Source: an optimization exercise on an open RTL-to-GDS flow (aim: small area). Production flows keep margins and buffers that such runs may drop. Function was checked by simulation only, so behaviour that the tests miss may differ from the original. Power figures rest on the tool's default switching activity, not on a simulated workload.

==> flow/design.v (excerpt) <==
module wb_regfile
#(
  parameter int unsigned CLEAR_ON_RESET = 1,
  parameter int          CNT_W          = 16
) (
  input  logic                  clk,
  input  logic                  rst,
  input  logic                  stall_i,
  input  logic                  flush_i,
  input  logic [wb_regfile_pkg::REG_ADDR_W-1:0] wd_i,
  input  logic                  wreg_i,
  input  logic [wb_regfile_pkg::REG_W-1:0]      wdata_i,
  input  logic                  re1_i,
  input  logic [wb_regfile_pkg::REG_ADDR_W-1:0] raddr1_i,
  input  logic                  re2_i,
  input  logic [wb_regfile_pkg::REG_ADDR_W-1:0] raddr2_i,
  output logic [wb_regfile_pkg::REG_W-1:0]      rdata1_o,
  output logic [wb_regfile_pkg::REG_W-1:0]      rdata2_o,
  output logic [wb_regfile_pkg::REG_ADDR_W-1:0] wb_wd_o,
  output logic                  wb_wreg_o,
  output logic [wb_regfile_pkg::REG_W-1:0]      wb_wdata_o,
  output logic [CNT_W-1:0]      wb_cnt_o
);
Size in the first run: about 170 I/O pins, roughly 40000 um^2 of cells after synthesis.
export LEC_CHECK = 0
export CAP_MARGIN = 10
export CELL_PAD_IN_SITES_DETAIL_PLACEMENT = 1
export CELL_PAD_IN_SITES_GLOBAL_PLACEMENT = 1
export CORE_MARGIN = 2
export CORE_UTILIZATION = 55
export CTS_BUF_LIST = sky130_fd_sc_hd__clkbuf_2 sky130_fd_sc_hd__clkbuf_4
export CTS_CLUSTER_DIAMETER = 40
export CTS_CLUSTER_SIZE = 8
export PLACE_DENSITY = 0.68
export SETUP_SLACK_MARGIN = 0
export SLEW_MARGIN = 10
export SYNTH_HIERARCHICAL = 1
create_clock -name core_clock -period 6.0 [get_ports {clk}]
standard.sh (not shown) runs the stock make flow with config.mk's settings and CLKGATE_MAP_FILE= SYNTH_SCRIPT=/design/flow/synth_recipe.tcl, a recipe that flattens the netlist after the stock synthesis.
==> flow/flow/run.sh <==
#!/bin/bash
# The standard layout, with two changes to how it is made:
# - the ports are buffered by the smallest buffer instead of the delay buffer
#   that buffer_ports picks by default;
# - clock tree synthesis uses small clock buffers in small clusters and adds
#   no dummy loads.
set -euo pipefail
export BUFFER_PORTS_ARGS="-buffer_cell sky130_fd_sc_hd__buf_1"
export CTS_ARGS="-sink_clustering_enable -repair_clock_nets -buf_list {sky130_fd_sc_hd__clkbuf_2 sky130_fd_sc_hd__clkbuf_4} -sink_clustering_size 8 -sink_clustering_max_diameter 40 -dont_use_dummy_load"
bash standard.sh > standard.log 2>&1
The first run ran to the end with violations: max-capacitance violations, max-slew violations, negative setup slack.
Then changed:
CAP_MARGIN = 20   (was 10)
SLEW_MARGIN = 20   (was 10)
Result: With this change the flow passed the timing, DRC and antenna checks; core utilization climbs by 0.48 points; synthesized cell count stays the same; total power hardly moves; via count climbs by 0.41%.

========
The RTL this note starts from:
==> flow/design.v <==
package wb_regfile_pkg;
  localparam int REG_W      = 32;
  localparam int REG_ADDR_W = 5;
  localparam int REG_NUM    = 32;
  localparam logic [REG_W-1:0]      ZERO_WORD    = 32'h0000_0000;
  localparam logic [REG_ADDR_W-1:0] NOP_REG_ADDR = 5'b00000;
endpackage
module mem_wb
#(
  parameter int ADDR_W = wb_regfile_pkg::REG_ADDR_W,
  parameter int DATA_W = wb_regfile_pkg::REG_W
) (
  input  logic              clk,
  input  logic              rst,
  input  logic              stall_i,
  input  logic              flush_i,
  input  logic [ADDR_W-1:0] wd_i,
  input  logic              wreg_i,
  input  logic [DATA_W-1:0] wdata_i,
  output logic [ADDR_W-1:0] wd_o,
  output logic              wreg_o,
  output logic [DATA_W-1:0] wdata_o
);
  localparam int W = ADDR_W + 1 + DATA_W;
  logic         keep;
  logic [W-1:0] q;
  logic [W-1:0] d;
  assign keep = !(rst == 1'b1) && !flush_i;
  wbr_ao22 #(.W(W)) u_next (
    .a (keep && !stall_i), .da({wd_i, wreg_i, wdata_i}),
    .b (keep && stall_i),  .db(q),
    .y (d)
  );
  always_ff @(posedge clk) begin
    q <= d;
  end
  assign {wd_o, wreg_o, wdata_o} = q;
endmodule
module wbr_ao22
#(
  parameter int W = 32
) (
  input  logic         a,
  input  logic [W-1:0] da,
  input  logic         b,
  input  logic [W-1:0] db,
  output logic [W-1:0] y
);
  assign y = ({W{a}} & da) | ({W{b}} & db);
endmodule
module wbr_aoi3
#(
  parameter int W = 32
) (
  input  logic [2:0]   s,
  input  logic [W-1:0] d0,
  input  logic [W-1:0] d1,
  input  logic [W-1:0] d2,
  output logic [W-1:0] yn
);
  assign yn = ~(({W{s[0]}} & d0) | ({W{s[1]}} & d1) | ({W{s[2]}} & d2));
endmodule
module wbr_nor_tree
#(
  parameter int W = 32,
  parameter int N = 10
) (
  input  logic [N*W-1:0] xn,
  input  logic           s,
  input  logic [W-1:0]   d,
  output logic [W-1:0]   y
);
  always_comb begin
    y = ~({W{s}} & d);
    for (int i = 0; i < N; i++) y = y & xn[i*W +: W];
    y = ~y;
  end
endmodule
module wb_regfile
#(
  parameter int unsigned CLEAR_ON_RESET = 1,
  parameter int          CNT_W          = 16
) (
  input  logic                  clk,
  input  logic                  rst,
  input  logic                  stall_i,
  input  logic                  flush_i,
  input  logic [wb_regfile_pkg::REG_ADDR_W-1:0] wd_i,
  input  logic                  wreg_i,
  input  logic [wb_regfile_pkg::REG_W-1:0]      wdata_i,
  input  logic                  re1_i,
  input  logic [wb_regfile_pkg::REG_ADDR_W-1:0] raddr1_i,
  input  logic                  re2_i,
  input  logic [wb_regfile_pkg::REG_ADDR_W-1:0] raddr2_i,
  output logic [wb_regfile_pkg::REG_W-1:0]      rdata1_o,
  output logic [wb_regfile_pkg::REG_W-1:0]      rdata2_o,
  output logic [wb_regfile_pkg::REG_ADDR_W-1:0] wb_wd_o,
  output logic                  wb_wreg_o,
  output logic [wb_regfile_pkg::REG_W-1:0]      wb_wdata_o,
  output logic [CNT_W-1:0]      wb_cnt_o
);
  localparam int DW = wb_regfile_pkg::REG_W;
  localparam int NR = wb_regfile_pkg::REG_NUM;
  localparam int NS = (NR - 1) / 3;    
  logic [DW-1:0] regs [1:NR-1];
  logic          commit;
  logic          fill;
  logic          live;
  mem_wb #(.ADDR_W(wb_regfile_pkg::REG_ADDR_W), .DATA_W(wb_regfile_pkg::REG_W)) u_mem_wb (
    .clk     (clk),
    .rst     (rst),
    .stall_i (stall_i),
    .flush_i (flush_i),
    .wd_i    (wd_i),
    .wreg_i  (wreg_i),
    .wdata_i (wdata_i),
    .wd_o    (wb_wd_o),
    .wreg_o  (wb_wreg_o),
    .wdata_o (wb_wdata_o)
  );
  assign commit = (wb_wreg_o == 1'b1) && (wb_wd_o != wb_regfile_pkg::NOP_REG_ADDR);
  always_ff @(posedge clk) begin
    if (rst == 1'b1) begin
      wb_cnt_o <= '0;
    end else if (commit) begin
      wb_cnt_o <= wb_cnt_o + 1'b1;
    end
  end
  assign live = !(rst == 1'b1);
  assign fill = live && !flush_i && !stall_i && (wreg_i == 1'b1);
  for (genvar i = 1; i < NR; i++) begin : g_reg
    logic          wr;
    logic [DW-1:0] d;
    assign wr = fill && (wd_i == i);
    for (genvar b = 0; b < DW; b++) begin : g_bit
      wbr_ao22 #(.W(1)) u_next (
        .a(wr), .da(wdata_i[b]), .b(live && !wr), .db(regs[i][b]), .y(d[b])
      );
    end
    always_ff @(posedge clk) begin
      regs[i] <= d;
    end
  end
  logic [NR-1:0]    sel1, sel2;
  logic [NS*DW-1:0] part1, part2;
  always_comb begin
    for (int i = 0; i < NR; i++) begin
      sel1[i] = live && (re1_i == 1'b1) && (raddr1_i == i) && (i != 0);
      sel2[i] = live && (re2_i == 1'b1) && (raddr2_i == i) && (i != 0);
    end
  end
  for (genvar k = 0; k < NS; k++) begin : g_slice
    for (genvar b = 0; b < DW; b++) begin : g_bit
      wbr_aoi3 #(.W(1)) u_p1 (
        .s(sel1[3*k+1 +: 3]),
        .d0(regs[3*k+1][b]), .d1(regs[3*k+2][b]), .d2(regs[3*k+3][b]),
        .yn(part1[k*DW+b])
      );
      wbr_aoi3 #(.W(1)) u_p2 (
        .s(sel2[3*k+1 +: 3]),
        .d0(regs[3*k+1][b]), .d1(regs[3*k+2][b]), .d2(regs[3*k+3][b]),
        .yn(part2[k*DW+b])
      );
    end
  end
  wbr_nor_tree #(.W(DW), .N(NS)) u_or1 (
    .xn(part1), .s(sel1[NR-1]), .d(regs[NR-1]), .y(rdata1_o)
  );
  wbr_nor_tree #(.W(DW), .N(NS)) u_or2 (
    .xn(part2), .s(sel2[NR-1]), .d(regs[NR-1]), .y(rdata2_o)
  );
endmodule
clock: 6.0 ns
lec_check: 0
cap_margin: 20
core_margin: 2
core_utilization: 35
place_density: 0.55
setup_slack_margin: 0.3
slew_margin: 20
synth_hierarchical: 1
run.sh (not shown) runs the stock make flow with config.mk's settings and CLKGATE_MAP_FILE= SYNTH_SCRIPT=/design/flow/synth_recipe.tcl, a recipe that flattens the netlist after the stock synthesis.
Stock flow here: none of the scripts above is used.
The starting point completed with no timing, DRC or antenna violations.
Change:
==> flow/flow/run.sh (new file) <==
#!/bin/bash
# The standard layout, with two changes to how it is made:
# - the ports are buffered by the smallest buffer instead of the delay buffer
#   that buffer_ports picks by default;
# - clock tree synthesis uses small clock buffers in small clusters and adds
#   no dummy loads.
set -euo pipefail
export BUFFER_PORTS_ARGS="-buffer_cell sky130_fd_sc_hd__buf_1"
export CTS_ARGS="-sink_clustering_enable -repair_clock_nets -buf_list {sky130_fd_sc_hd__clkbuf_2 sky130_fd_sc_hd__clkbuf_4} -sink_clustering_size 8 -sink_clustering_max_diameter 40 -dont_use_dummy_load"
bash standard.sh > standard.log 2>&1
==> flow/standard.sh (new file) <==
#!/bin/bash
# synth_recipe.tcl (not shown) runs the flow's synth.tcl, then flattens the netlist and writes it again
# the make line also repeats each setting of config.mk as NAME=value (left out here)
make -C /OpenROAD-flow-scripts/flow DESIGN_CONFIG=/design/flow/config.mk WORK_HOME=/design/flow/orfs CLKGATE_MAP_FILE= SYNTH_SCRIPT=/design/flow/synth_recipe.tcl "${@:-finish}"
CAP_MARGIN = 10   (was 20)
CELL_PAD_IN_SITES_DETAIL_PLACEMENT = 1   (was default)
CELL_PAD_IN_SITES_GLOBAL_PLACEMENT = 1   (was default)
CORE_UTILIZATION = 45   (was 35)
CTS_BUF_LIST = sky130_fd_sc_hd__clkbuf_2 sky130_fd_sc_hd__clkbuf_4   (was default)
CTS_CLUSTER_DIAMETER = 40   (was default)
CTS_CLUSTER_SIZE = 8   (was default)
PLACE_DENSITY = 0.6   (was 0.55)
SETUP_SLACK_MARGIN = 0   (was 0.3)
SLEW_MARGIN = 10   (was 20)
removed: flow/run.sh
=> Power is lower by 25%. Die area drops by 22%. Routed wire length goes down by 6.2%. Setup slack gets better by 5.3 ps. Critical path depth goes down by 2. Utilization rose by 6.3 points. Maximum frequency barely changes. Hold slack gets worse by 54 ps. Clock skew climbs by 26 ps. Register-to-register slack loses 40 ps. Final area went down by 12%.

========
== rev 12 ==
RTL: the design.v shown in full above, as it stands there.
export LEC_CHECK = 0
export CAP_MARGIN = 20
export CELL_PAD_IN_SITES_DETAIL_PLACEMENT = 1
export CELL_PAD_IN_SITES_GLOBAL_PLACEMENT = 1
export CORE_MARGIN = 2
export CORE_UTILIZATION = 45
export CTS_BUF_LIST = sky130_fd_sc_hd__clkbuf_2 sky130_fd_sc_hd__clkbuf_4
export CTS_CLUSTER_DIAMETER = 40
export CTS_CLUSTER_SIZE = 8
export PLACE_DENSITY = 0.6
export SETUP_SLACK_MARGIN = 0
export SLEW_MARGIN = 20
export SYNTH_HIERARCHICAL = 1
create_clock -name core_clock -period 6.0 [get_ports {clk}]
standard.sh (not shown) runs the stock make flow with config.mk's settings and CLKGATE_MAP_FILE= SYNTH_SCRIPT=/design/flow/synth_recipe.tcl, a recipe that flattens the netlist after the stock synthesis.
==> flow/flow/run.sh <==
#!/bin/bash
# The standard layout, with two changes to how it is made:
# - the ports are buffered by the smallest buffer instead of the delay buffer
#   that buffer_ports picks by default;
# - clock tree synthesis uses small clock buffers in small clusters and adds
#   no dummy loads.
set -euo pipefail
export BUFFER_PORTS_ARGS="-buffer_cell sky130_fd_sc_hd__buf_1"
export CTS_ARGS="-sink_clustering_enable -repair_clock_nets -buf_list {sky130_fd_sc_hd__clkbuf_2 sky130_fd_sc_hd__clkbuf_4} -sink_clustering_size 8 -sink_clustering_max_diameter 40 -dont_use_dummy_load"
bash standard.sh > standard.log 2>&1
Edits applied to the flow inputs when going from rev 12 to rev 13:
==> flow/flow/run.sh <==
#!/bin/bash
# The standard layout, with the ports buffered by the smallest buffer instead
# of the delay buffer that buffer_ports picks by default.
set -euo pipefail
export BUFFER_PORTS_ARGS="-buffer_cell sky130_fd_sc_hd__buf_1"
bash standard.sh > standard.log 2>&1
Results
On total length of routed wires, rev 13 does worse than rev 12.
Looking at the reports, rev 13 completed the entire flow and the layout it produced met the timing, DRC and antenna checks.
Part of the total power dissipated in combinational logic: higher on rev 12
Number of global-route vias before repair in rev 13 is 281 above rev 12.

[static timing again, ports no longer ideal]
The flow's constraints put no driver on any port. The routed layouts listed below were extracted and timed again, unchanged, in two steps.
Step 1 assumes that a clkbuf_16 drives the clock port and a buf_2 every other input.
Step 2 moves the port delays by t, midway between the first and last clock arrival at a register: inputs arrive t later, outputs are due t later. That takes back most of the time a late clock gives input paths.
Slacks: ideal / step 1 / step 2; pairs: ideal / step 1.
| run | t, ns | slack for setup (ns) | hold slack, ns | latest minus earliest clock arrival (ns) |
|---|---|---|---|---|
| the first run of note 1 | 1.111 | -0.219 / -0.247 / -0.247 | 0.391 / 0.350 / 0.475 | 0.121 / 0.121 |
| the second run of note 1 | 1.104 | 0.242 / 0.214 / 0.214 | 0.405 / 0.359 / 0.476 | 0.112 / 0.112 |
| the first run of note 2 | 0.791 | 0.124 / 0.100 / 0.100 | 0.473 / 0.473 / 0.473 | 0.072 / 0.072 |
| the second run of note 2 | 1.175 | 0.130 / 0.105 / 0.105 | 0.418 / 0.374 / 0.471 | 0.104 / 0.105 |
| rev 12 | 1.183 | 0.247 / 0.222 / 0.222 | 0.369 / 0.330 / 0.469 | 0.102 / 0.102 |
| rev 13 | 1.183 | 0.188 / 0.160 / 0.160 | 0.396 / 0.343 / 0.473 | 0.060 / 0.059 |
